This is an optimization exercise on Yosys and OpenROAD, whose aim is small area, a short achievable clock period and few clock cycles per item, not a production implementation. Where RTL was checked, it was by simulation tests only, not by an equivalence proof against the original. For run 2, only the layout was checked, not whether the RTL still works. Power and IR drop assume default switching activity.

[design.v]
`default_nettype none
package dibw_pkg;
  typedef enum logic [2:0] {
    CMD_AND = 3'd0,
    CMD_OR  = 3'd1,
    CMD_XOR = 3'd2,
    CMD_NOT = 3'd3,
    CMD_SHL = 3'd4,
    CMD_SAR = 3'd5,
    CMD_SHR = 3'd6,
    CMD_NOP = 3'd7
  } cmd_t;
  function automatic logic [31:0] cneg(input logic [31:0] v, input logic s);
    logic [31:0] p;
    p = v;
    for (int k = 1; k < 32; k = k * 2)
      for (int i = 2 * k - 1; i < 32; i += 2 * k) p[i] = p[i] | p[i - k];
    for (int k = 8; k >= 1; k = k / 2)
      for (int i = 3 * k - 1; i < 32; i += 2 * k) p[i] = p[i] | p[i - k];
    cneg = v ^ ({p[30:0], 1'b0} & {32{s}});
  endfunction
  function automatic logic [32:0] dbl_shift_hi(input logic [63:0] bits);
    logic [10:0] expo;
    logic        ok;
    logic [82:0] s0, s1, s2, s3, s4, s5, s6;
    expo = bits[62:52];
    ok   = (expo[10:7] == 4'b1000);
    s0   = {30'd0, ok, bits[51:0] & {52{ok}}};
    s1   = expo[6] ? (s0 << 64) : s0;
    s2   = expo[5] ? (s1 << 32) : s1;
    s3   = expo[4] ? (s2 << 16) : s2;
    s4   = expo[3] ? (s3 << 8)  : s3;
    s5   = expo[2] ? (s4 << 4)  : s4;
    s6   = expo[1] ? (s5 << 2)  : s5;
    dbl_shift_hi = s6[82:50];
  endfunction
  function automatic logic [31:0] dbl_shift_lo(input logic [32:0] w, input logic j,
                                               input logic one, input logic neg);
    logic [32:0] t3;
    logic [31:0] mag;
    t3  = j ? (w << 1) : w;
    mag = {t3[32:2], t3[1] | one};
    dbl_shift_lo = cneg(mag, neg);
  endfunction
  function automatic logic [4:0] lzc32(input logic [31:0] v);
    logic [15:0] z1; logic [15:0] c1;
    logic [7:0]  z2; logic [15:0] c2;
    logic [3:0]  z3; logic [11:0] c3;
    logic [1:0]  z4; logic [7:0]  c4;
    logic [4:0]  c5;
    for (int i = 0; i < 16; i++) begin
      z1[i] = !(v[2*i+1] | v[2*i]);
      c1[i] = !v[2*i+1];
    end
    for (int i = 0; i < 8; i++) begin
      z2[i]         = z1[2*i+1] & z1[2*i];
      c2[2*i +: 2]  = z1[2*i+1] ? {1'b1, c1[2*i]} : {1'b0, c1[2*i+1]};
    end
    for (int i = 0; i < 4; i++) begin
      z3[i]         = z2[2*i+1] & z2[2*i];
      c3[3*i +: 3]  = z2[2*i+1] ? {1'b1, c2[2*(2*i) +: 2]} : {1'b0, c2[2*(2*i+1) +: 2]};
    end
    for (int i = 0; i < 2; i++) begin
      z4[i]         = z3[2*i+1] & z3[2*i];
      c4[4*i +: 4]  = z3[2*i+1] ? {1'b1, c3[3*(2*i) +: 3]} : {1'b0, c3[3*(2*i+1) +: 3]};
    end
    c5 = z4[1] ? {1'b1, c4[3:0]} : {1'b0, c4[7:4]};
    lzc32 = c5;
  endfunction
  function automatic logic [63:21] word_to_dbl(input logic neg, input logic [31:0] w);
    logic [31:0] m;
    logic [4:0]  lz;
    logic [32:0] s;
    logic [4:0]  p;
    logic [10:0] expo;
    m    = cneg(w, neg);
    lz   = lzc32(w ^ {32{neg}});
    s    = {1'b0, m} << lz;
    p    = ~lz;   
    expo = s[32] ? (11'd1024 + {6'd0, p}) : (11'd1023 + {6'd0, p});
    if (w == 32'd0) word_to_dbl = '0;
    else word_to_dbl = {neg, expo, s[30:0]};
  endfunction
endpackage
`default_nettype wire
`default_nettype none
module double_int32_wrap_bitwise_alu_core (
  input  wire logic        clk,
  input  wire logic        rst,
  input  wire logic        in_valid,
  output logic             in_stall,
  input  wire logic [2:0]  command,
  input  wire logic [63:0] operand_a,
  input  wire logic [63:0] operand_b,
  output logic             out_valid,
  input  wire logic        out_stall,
  output logic [63:0]      result_double,
  output logic [31:0]      result_word,
  output logic             result_unsigned
);
  logic           v1, v2, v3, v4;
  dibw_pkg::cmd_t cmd1;
  logic [32:0]    wa1, wb1;
  logic           ja1, jb1;
  logic           oa1, ob1, sa1, sb1;
  dibw_pkg::cmd_t cmd2;
  logic [31:0]    x2, b2;
  logic           fill2;
  logic [31:0]    r3;
  logic           uns3, neg3;
  logic [63:21]   dbl4;
  logic           adv;
  logic [31:0] a, x, y, rev_y, r;
  logic [63:21] dbl;
  assign adv      = !(v4 && out_stall);
  assign in_stall = !adv;
  always_comb begin
    a = dibw_pkg::dbl_shift_lo(wa1, ja1, oa1, sa1);
    for (int i = 0; i < 32; i++) x[i] = (cmd1 == dibw_pkg::CMD_SHL) ? a[31 - i] : a[i];
    y = b2[4] ? {{16{fill2}}, x2[31:16]} : x2;
    y = b2[3] ? {{8{fill2}},  y[31:8]}   : y;
    y = b2[2] ? {{4{fill2}},  y[31:4]}   : y;
    y = b2[1] ? {{2{fill2}},  y[31:2]}   : y;
    y = b2[0] ? {fill2,       y[31:1]}   : y;
    for (int i = 0; i < 32; i++) rev_y[i] = y[31 - i];
    case (cmd2)
      dibw_pkg::CMD_AND: r = x2 & b2;
      dibw_pkg::CMD_OR:  r = x2 | b2;
      dibw_pkg::CMD_XOR: r = x2 ^ b2;
      dibw_pkg::CMD_NOT: r = ~x2;
      dibw_pkg::CMD_SHL: r = rev_y;
      dibw_pkg::CMD_SAR: r = y;
      dibw_pkg::CMD_SHR: r = y;
      default:           r = 32'd0;
    endcase
    dbl = dibw_pkg::word_to_dbl(neg3, r3);
  end
  always_ff @(posedge clk) begin
    if (rst) begin
      v1 <= 1'b0;
      v2 <= 1'b0;
      v3 <= 1'b0;
      v4 <= 1'b0;
    end else if (adv) begin
      v1 <= in_valid;
      v2 <= v1;
      v3 <= v2;
      v4 <= v3;
    end
    if (adv) begin
      cmd1            <= dibw_pkg::cmd_t'(command);
      wa1             <= dibw_pkg::dbl_shift_hi(operand_a);
      ja1             <= operand_a[52];
      oa1             <= (operand_a[62:52] == 11'd1023);
      sa1             <= operand_a[63];
      wb1             <= dibw_pkg::dbl_shift_hi(operand_b);
      jb1             <= operand_b[52];
      ob1             <= (operand_b[62:52] == 11'd1023);
      sb1             <= operand_b[63];
      cmd2            <= cmd1;
      x2              <= x;
      b2              <= dibw_pkg::dbl_shift_lo(wb1, jb1, ob1, sb1);
      fill2           <= (cmd1 == dibw_pkg::CMD_SAR) && a[31];
      r3              <= r;
      uns3            <= (cmd2 == dibw_pkg::CMD_SHR);
      neg3            <= (cmd2 != dibw_pkg::CMD_SHR) && r[31];
      result_word     <= r3;
      result_unsigned <= uns3;
      dbl4            <= dbl;
    end
  end
  assign out_valid = v4;
  assign result_double = {dbl4, 21'd0};
endmodule
`default_nettype wire
[flow/run.sh]
#!/bin/bash
# Standard flow, except that the port buffers are buf_2 cells (not the default
# delay-buffer cells) and the resizer may swap cells across footprints.
set -uo pipefail
bash standard.sh MATCH_CELL_FOOTPRINT=0 "BUFFER_PORTS_ARGS=-buffer_cell sky130_fd_sc_hd__buf_2" finish > standard.log 2>&1
[standard.sh]
#!/bin/bash
# synth_recipe.tcl (not shown) runs the flow's synth.tcl, then flattens the netlist and writes it again
# the make line also repeats each setting of config.mk as NAME=value (left out here)
make -C /OpenROAD-flow-scripts/flow DESIGN_CONFIG=/design/flow/config.mk WORK_HOME=/design/flow/orfs CLKGATE_MAP_FILE= SYNTH_SCRIPT=/design/flow/synth_recipe.tcl "${@:-finish}"
[config.mk]
export PLATFORM = sky130hd
export DESIGN_NAME = double_int32_wrap_bitwise_alu_core
export DESIGN_NICKNAME = double_int32_wrap_bitwise_alu_core
export VERILOG_FILES = /design/flow/design.v
export SDC_FILE = /design/flow/constraint.sdc
export NUM_CORES = 4
export LEC_CHECK = 0
export ABC_AREA = 1
export CAP_MARGIN = 20
export CORE_MARGIN = 2
export CORE_UTILIZATION = 55
export SETUP_SLACK_MARGIN = 1.9
export SLEW_MARGIN = 20
[constraint.sdc]
create_clock -name core_clock -period 5.0 [get_ports {clk}]
set_input_delay 1.0000 -clock core_clock [delete_from_list [all_inputs] [get_ports {clk}]]
set_output_delay 1.0000 -clock core_clock [all_outputs]
set_load 0.01 [all_outputs]
==> summary.txt, run 1 <==
Post-synth top cells: nand2_1 (907), o21ai_0 (379), inv_1 (278)
clk slew on worst S/H paths: 0.06 ns
worst min path class: reg2reg
Vias/cell: 5.765
WP data required: 5.31 ns
CTS Buffer Depth: 3
Top Ports: 234
min cycle time layout: 3.029 ns
Critical Path Source Type: flop
Post-synth EDFFs: 252
met2 WL: 32020 µm
number of buffer cells added on primary ports: 212
mapped cell area: 21290 µm²
grt ovf: 0
relative slew slack: 28.81%
Fin. Hold Viols: 0
Synth area leader: edfxtp_1
Final Skew: 0.01445 ns
CTS HTree Levels: 1
vias in the first global route: 19170
Max IR drop VDD: 0.3425 mV
Initial Util: 55.33%
PwrDens: 453.5 nW/µm²
clock latency on the worst-skew pair: 0.57 ns
die area: 40290 µm²
pin slew with the least headroom to its limit: 1.068 ns
Syn Area/Cell: 7.270 µm²
highest clock rate: 330.2 MHz
number of synthesized register bits: 256
Finish-stage setup viols: 0
Cell Chain, Critical Path: buf_4, buf_8, inv_6, nand2_1, nand2_1, nand4_1, a21boi_0, nand2_4, clkinvlp_4, buf_4, mux2i_2, nand2_1, nand3_1, nand2_1
Vias: 21040
top-area cell type share of the netlist area: 35.55%
Final #Nets: 3312
synth warn: 1
status: no timing/DRC/antenna violations
cts bufs inserted: 29
dpl hpwl: 48500 µm
CP Capture Type: flop
wirelength, routed: 67470 µm
Final Cycle Share: 60.57%
hold_buf cts: 0
Post-synth ARST share: 0%
top cells by area, synth: edfxtp_1 (36%), nand2_1 (16%), o21ai_0 (8.9%)
Final ANT Viol Nets: 0
global-route wire length before repair: 102300 µm
Initial DRT Pass Iterations: 6
Setup TNS: 0 ns
Placer Congestion: 0.9877
Max Cap Viol: 0
P&R area growth vs syn: 16.74%
Syn Inst Count: 2928
critical path's slowest cell: a21boi_0
Synth Flop Type: edfxtp_1
Inserted Diodes: 0
WL met1: 28430 µm
count leader, synth: nand2_1
largest net degree at the start of global routing: 164
register area share after synthesis: 35.93%
global-route usage over all layers: 31.50%
Design Power: 0.01127 W
WS Path Type: reg2reg
CP max FO: 8
Leak Pwr: 11.49 nW
Core ar.: 38470 µm²
max layer used: met4
initial antenna violation count: 0
slowest stage delay, CP: 0.50 ns
clk root buf: clkbuf_16
drt initial violations: 1994
met3 routed WL: 4562 µm
fin. max-slew vios: 0
number of remaining DRC errors: 0
DR WL/cell: 18.49 µm
CTS tree: yes
number of core rows: 72
share of cells above drive strength 1: 16.86%
# clock sinks: 256
RSZ-0062 raised after global routing: true
Die Span Y: 200.7 µm
Netlist cell types: 55
most used cell, CP: nand2_1
reg-to-reg slack, setup: 1.97 ns
die width: 200.7 µm
FILL cells: 3416
crit path DAT: 3.34 ns
cell usage in the layout, fill, tap and decap left out, types with 73 or more instances in the layout:
| cell | n |
|---|---|
| nand3_1 | 136 |
| a21oi_1 | 73 |
| edfxtp_1 | 252 |
| nand2_1 | 874 |
| mux2i_1 | 99 |
| inv_1 | 268 |
| buf_4 | 74 |
| buf_2 | 212 |
| o21ai_0 | 360 |
| nor2_1 | 109 |
critical path: cells and delay by family (launching register included):
family,cells,cell delay (ns)
mux,1,0.27
flops,1,0.38
buf+inv,5,0.78
simple gates,7,0.83
compound gates,1,0.50
final cells by class:
type,instances,area [µm²],area share (%)
multi-input cells,2217,12360,49.75
flip-flops and latches,256,7647,30.78
repair buffers,309,2063,8.304
inverters,292,1150,4.628
clock buffers,32,737.0,2.966
well taps,518,648.1,2.608
clock inverters,19,190.2,0.7654
repair inverters,6,50.05,0.2014
power by group:
part | internal (W) | switching (W)
clock | 0.00122 | 0.000890
combinational | 0.00196 | 0.00369
sequential | 0.00307 | 0.000445
metrics by stage:
step | hold WS, ns | utilization [%] | area (µm²) | setup slack (ns) | cells
after floorplan | 0.4003 | - | 21380 | 1.924 | 2948
final | 0.4503 | 64.59 | 24850 | 1.971 | 3649
after global placement | 0.4329 | 58.24 | 22400 | 1.035 | 3514
after global routing | 0.4491 | 64.59 | 24850 | 1.818 | 3649
after detailed placement | 0.4258 | 58.24 | 22400 | 1.036 | 3514
after CTS | 0.4444 | 61.57 | 23680 | 1.901 | 3588
layer usage:
metal  track usage [%]  up-vias
met5                 0        -
li1                  -    10290
met4             11.01        0
met3             3.344      161
met1             41.81     9694
met2             53.72      895
worst paths after layout:
kind / startpoint / end / cells after the start
worst max-delay path: neg3 / dbl4[50] / 14
worst min-delay path: uns3 / result_unsigned / 0
worst max register to register: neg3 / dbl4[50] / 14
worst min register to register: uns3 / result_unsigned / 0
what timing repair did:
item,CTS,global route
buffers inserted,17,44
pin swaps,5,40
setup endpoints to repair,113,131
cloned,6,17
gates resized for setup,45,152
kinds of logic after synthesis:
kind of cell | count (synthesis) | synth area share, %
compound gates | 679 | 18.56
xor+xnor | 67 | 2.757
fa+ha+maj | 66 | 3.880
buf+inv | 484 | 9.528
flops | 256 | 35.93
mux | 101 | 4.750
other cells | 1 | 0.01762
simple gates | 1274 | 24.58
flip-flops by register name, indices dropped and copies added (netlist names), 3 cells and up:
register and cells:
result_word 32, x2 32, wb1 33, r3 32
cmd2 3, dbl4 42, wa1 33, cmd1 3
b2 32
Testbench counts, summed over its fixed seeds: cycles 24,032, items 24,000.
==> inputs of run 2 (changes only) <==
--- a/design.v
+++ b/design.v
@@ -14,8 +14,7 @@
     logic [31:0] p;
     p = v;
-    for (int k = 1; k < 32; k = k * 2)
-      for (int i = 2 * k - 1; i < 32; i += 2 * k) p[i] = p[i] | p[i - k];
-    for (int k = 8; k >= 1; k = k / 2)
-      for (int i = 3 * k - 1; i < 32; i += 2 * k) p[i] = p[i] | p[i - k];
+    for (int k = 0; k < 5; k++)
+      for (int i = 0; i < 32; i++)
+        if (((i >> k) & 1) == 1) p[i] = p[i] | p[((i >> k) << k) - 1];
     cneg = v ^ ({p[30:0], 1'b0} & {32{s}});
   endfunction
--- a/config.mk
+++ b/config.mk
@@ -9,5 +9,5 @@
 export CAP_MARGIN = 20
 export CORE_MARGIN = 2
-export CORE_UTILIZATION = 55
-export SETUP_SLACK_MARGIN = 1.9
+export CORE_UTILIZATION = 40
+export SETUP_SLACK_MARGIN = 2.0
 export SLEW_MARGIN = 20
==> run 2 against run 1 <==
- hold slack lost 0.026 ns
- via count shrank 0.19%
- core utilization shrank 15 points
- highest routed layer unchanged
- flip-flop and latch count is the same
- die area grew 38%
- first-iteration DRC count grew 4.3%
- fmax grew 0.10%
- clock power shrank 6%
- synthesized cell count shrank 0.41%
- sequential power grew 3%
- worst setup slack gained 0.0030 ns
- largest cell class unchanged
==> summary.txt, run 2 <==
status: no timing/DRC/antenna violations
Post-synth top cells: nand2_1 (824), o21ai_0 (385), inv_1 (298)
CTS Buffer Depth: 3
count leader, synth: nand2_1
die area: 55590 µm²
Vias/cell: 5.458
worst min path class: reg2reg
max FFs per register: 42
# clock sinks: 256
area post-placement: 22880 µm²
Finish-stage setup viols: 0
RSZ-0062 raised after global routing: true
CTS tree: yes
Critical Path Source Type: flop
Top Ports: 234
number of buffer cells added on primary ports: 212
Post-synth ARST share: 0%
wirelength, routed: 69530 µm
Most flops, register: dbl4
clk slew on worst S/H paths: 0.06 ns
FF/Latch Area: 7647 µm²
mapped cell area: 21490 µm²
Max Cap Viol: 0
Synth area leader: edfxtp_1
multiplexer share of the synthesized area: 4.891%
Initial DRT Pass Iterations: 6
top-area cell type share of the netlist area: 35.22%
dpl hpwl: 49620 µm
top cells by area, synth: edfxtp_1 (35%), nand2_1 (14%), o21ai_0 (9.0%)
number of remaining DRC errors: 0
FILL cells: 5126
min cycle time layout: 3.026 ns
pin slew with the least headroom to its limit: 0.9040 ns
P&R area growth vs syn: 21.52%
crit path DAT: 3.37 ns
main combinational cell family by area after synthesis: simple AND/OR/NAND/NOR gates
Adder-Cell Fraction of Synth Area: 3.843%
cts bufs inserted: 29
Final #Nets: 3338
global-route wire length before repair: 104400 µm
Multi-input gate area: 12860 µm²
Netlist cell types: 60
most frequent cells in the layout: nand2_1 (793), o21ai_0 (343), inv_1 (286), edfxtp_1 (252), buf_2 (212)
Placer Congestion: 0.9278
PwrDens: 480.9 nW/µm²
biggest regs: dbl4 x42, wa1 x33, wb1 x33
global-route usage over all layers: 23.08%
Fin. Hold Viols: 0
clock latency on the worst-skew pair: 0.58 ns
Vias: 21000
WS Path Type: reg2reg
Initial Util: 40.65%
number of synthesized register bits: 256
Simple-Gate Fraction of Synth Area: 23.61%
clk root buf: clkbuf_16
CP Capture Type: flop
Syn Inst Count: 2916
fin. max-slew vios: 0
share of cells above drive strength 1: 20.26%
synth warn: 1
Final Skew: 0.03268 ns
Post-synth EDFFs: 252
WP data required: 5.34 ns
Inserted Diodes: 0
Synth Flop Type: edfxtp_1
relative slew slack: 39.59%
XOR/XNOR Fraction of Synth Area: 3.377%
Final Util: 49.39%
highest clock rate: 330.5 MHz
Compound-Gate Fraction of Synth Area: 18.85%
grt ovf: 0
Core ar.: 52870 µm²
register area share after synthesis: 35.59%
vias in the first global route: 19200
DR WL/cell: 18.07 µm
commonest non-fill, non-tap cell in the layout: nand2_1
CP max FO: 7
Max IR drop VDD: 0.2745 mV
Leak Pwr: 11.75 nW
Final ANT Viol Nets: 0
die width: 235.8 µm
Final Cell Area: 26110 µm²
hold_buf cts: 0
drt initial violations: 2079
initial antenna violation count: 0
Die Span Y: 235.8 µm
largest net degree at the start of global routing: 147
CTS HTree Levels: 1
Setup TNS: 0 ns
Syn Area/Cell: 7.369 µm²
number of core rows: 84
Final Cycle Share: 60.51%
==> run 2: repair_timing <==
action	in CTS	in global routing
buffers inserted	26	64
pin swaps	12	63
endpoints found under the setup margin	114	160
cloned	11	21
gates resized for setup	52	233
==> run 2: worst max-delay path: stages (launching register included) <==
cell and delay [ns]:
edfxtp_1 0.46, buf_12 0.19, buf_16 0.14, xnor2_2 0.14, nand2_1 0.12, nor3_2 0.23
nand2_4 0.11, nor2_8 0.16, buf_4 0.17, nand2_8 0.08, nand2_8 0.10, buf_6 0.14
nand3_1 0.12, nand3_2 0.13, nand3_4 0.11, nand3_4 0.13, nand4_1 0.13, nand2_1 0.10
inv_1 0.04
==> run 2: through the flow <==
stage | worst slack (ns) | hold WS (ns) | cells | power (W)
after floorplan | 1.950 | 0.4003 | 2936 | 0.007273
after global placement | 1.043 | 0.4110 | 3672 | 0.008868
after detailed placement | 1.001 | 0.4152 | 3672 | 0.008909
after CTS | 1.981 | 0.4264 | 3762 | 0.01123
after global routing | 1.823 | 0.4408 | 3847 | 0.01339
final | 1.974 | 0.4247 | 3847 | 0.01256
==> run 2: cells by family (layout without fill, tap and decap cells) <==
family,Yosys count,in the layout
AO/OA/AOI/OAI,699,699
XOR/XNOR,82,82
adder cells (fa/ha/maj),66,66
buffers and inverters,509,719
flip-flops,256,256
multiplexers,105,105
other,1,21
AND/OR/NAND/NOR,1198,1211
==> run 2: area by class of cell <==
| class | count | share of cell area (%) |
|---|---|---|
| clock buffer | 33 | 2.837 |
| multi-input combinational | 2184 | 49.27 |
| clock inverter | 20 | 0.5798 |
| sequential | 256 | 29.29 |
| timing repair buffer | 348 | 9.823 |
| timing repair inverter | 5 | 0.1437 |
| tap | 688 | 3.297 |
| inverter | 313 | 4.768 |
==> run 2: power by group <==
part	internal [W]	switching (W)
clock network	0.00112	0.000871
registers	0.00313	0.000481
logic	0.00257	0.00439
==> run 2: final timing paths <==
| path | startpoint | to | slack (ns) | cells past startpoint |
|---|---|---|---|---|
| min reg2reg | uns3 | result_unsigned | 0.42 | 0 |
| max reg2reg | neg3 | dbl4[62] | 1.97 | 18 |
| min | uns3 | result_unsigned | 0.42 | 0 |
| max | neg3 | dbl4[62] | 1.97 | 18 |
==> run 2: routing by layer <==
layer / wire length [µm] / vias to the layer above / GRT usage, %
met5: 0 / - / 0
met4: 2542 / 0 / 7.566
met3: 4388 / 159 / 2.259
met2: 33630 / 774 / 40.55
met1: 28960 / 9695 / 29.76
li1: - / 10370 / -

-- port drivers added, routing unchanged --
No port has a modelled driver above. Below, the same layouts with a new extraction and two added sets of constraints. Step 1 assumes that a clkbuf_16 drives the clock port and a buf_2 every other input. Step 2 adds t to the input delays and takes it off the output delays; t is the mean of the earliest and latest rising clock arrival at the registers after step 1. Input paths then give back, and output paths get back, about the clock's delay inside the block. Three values: ideal, step 1, step 2; two values: the first two.
run	t (ns)	setup slack, ns	hold WS [ns]	worst slew at a driven data input, ns
run 1	0.619	1.971 / 1.971 / 1.538	0.450 / 0.450 / 0.450	0.05
run 2	0.622	1.974 / 1.974 / 1.568	0.425 / 0.425 / 0.425	0.05
After both steps setup and hold are still met in every run listed. For run 1, which loses most, drivers alone change the setup slack by 0.000 ns; drivers and shift together by -0.433 ns.
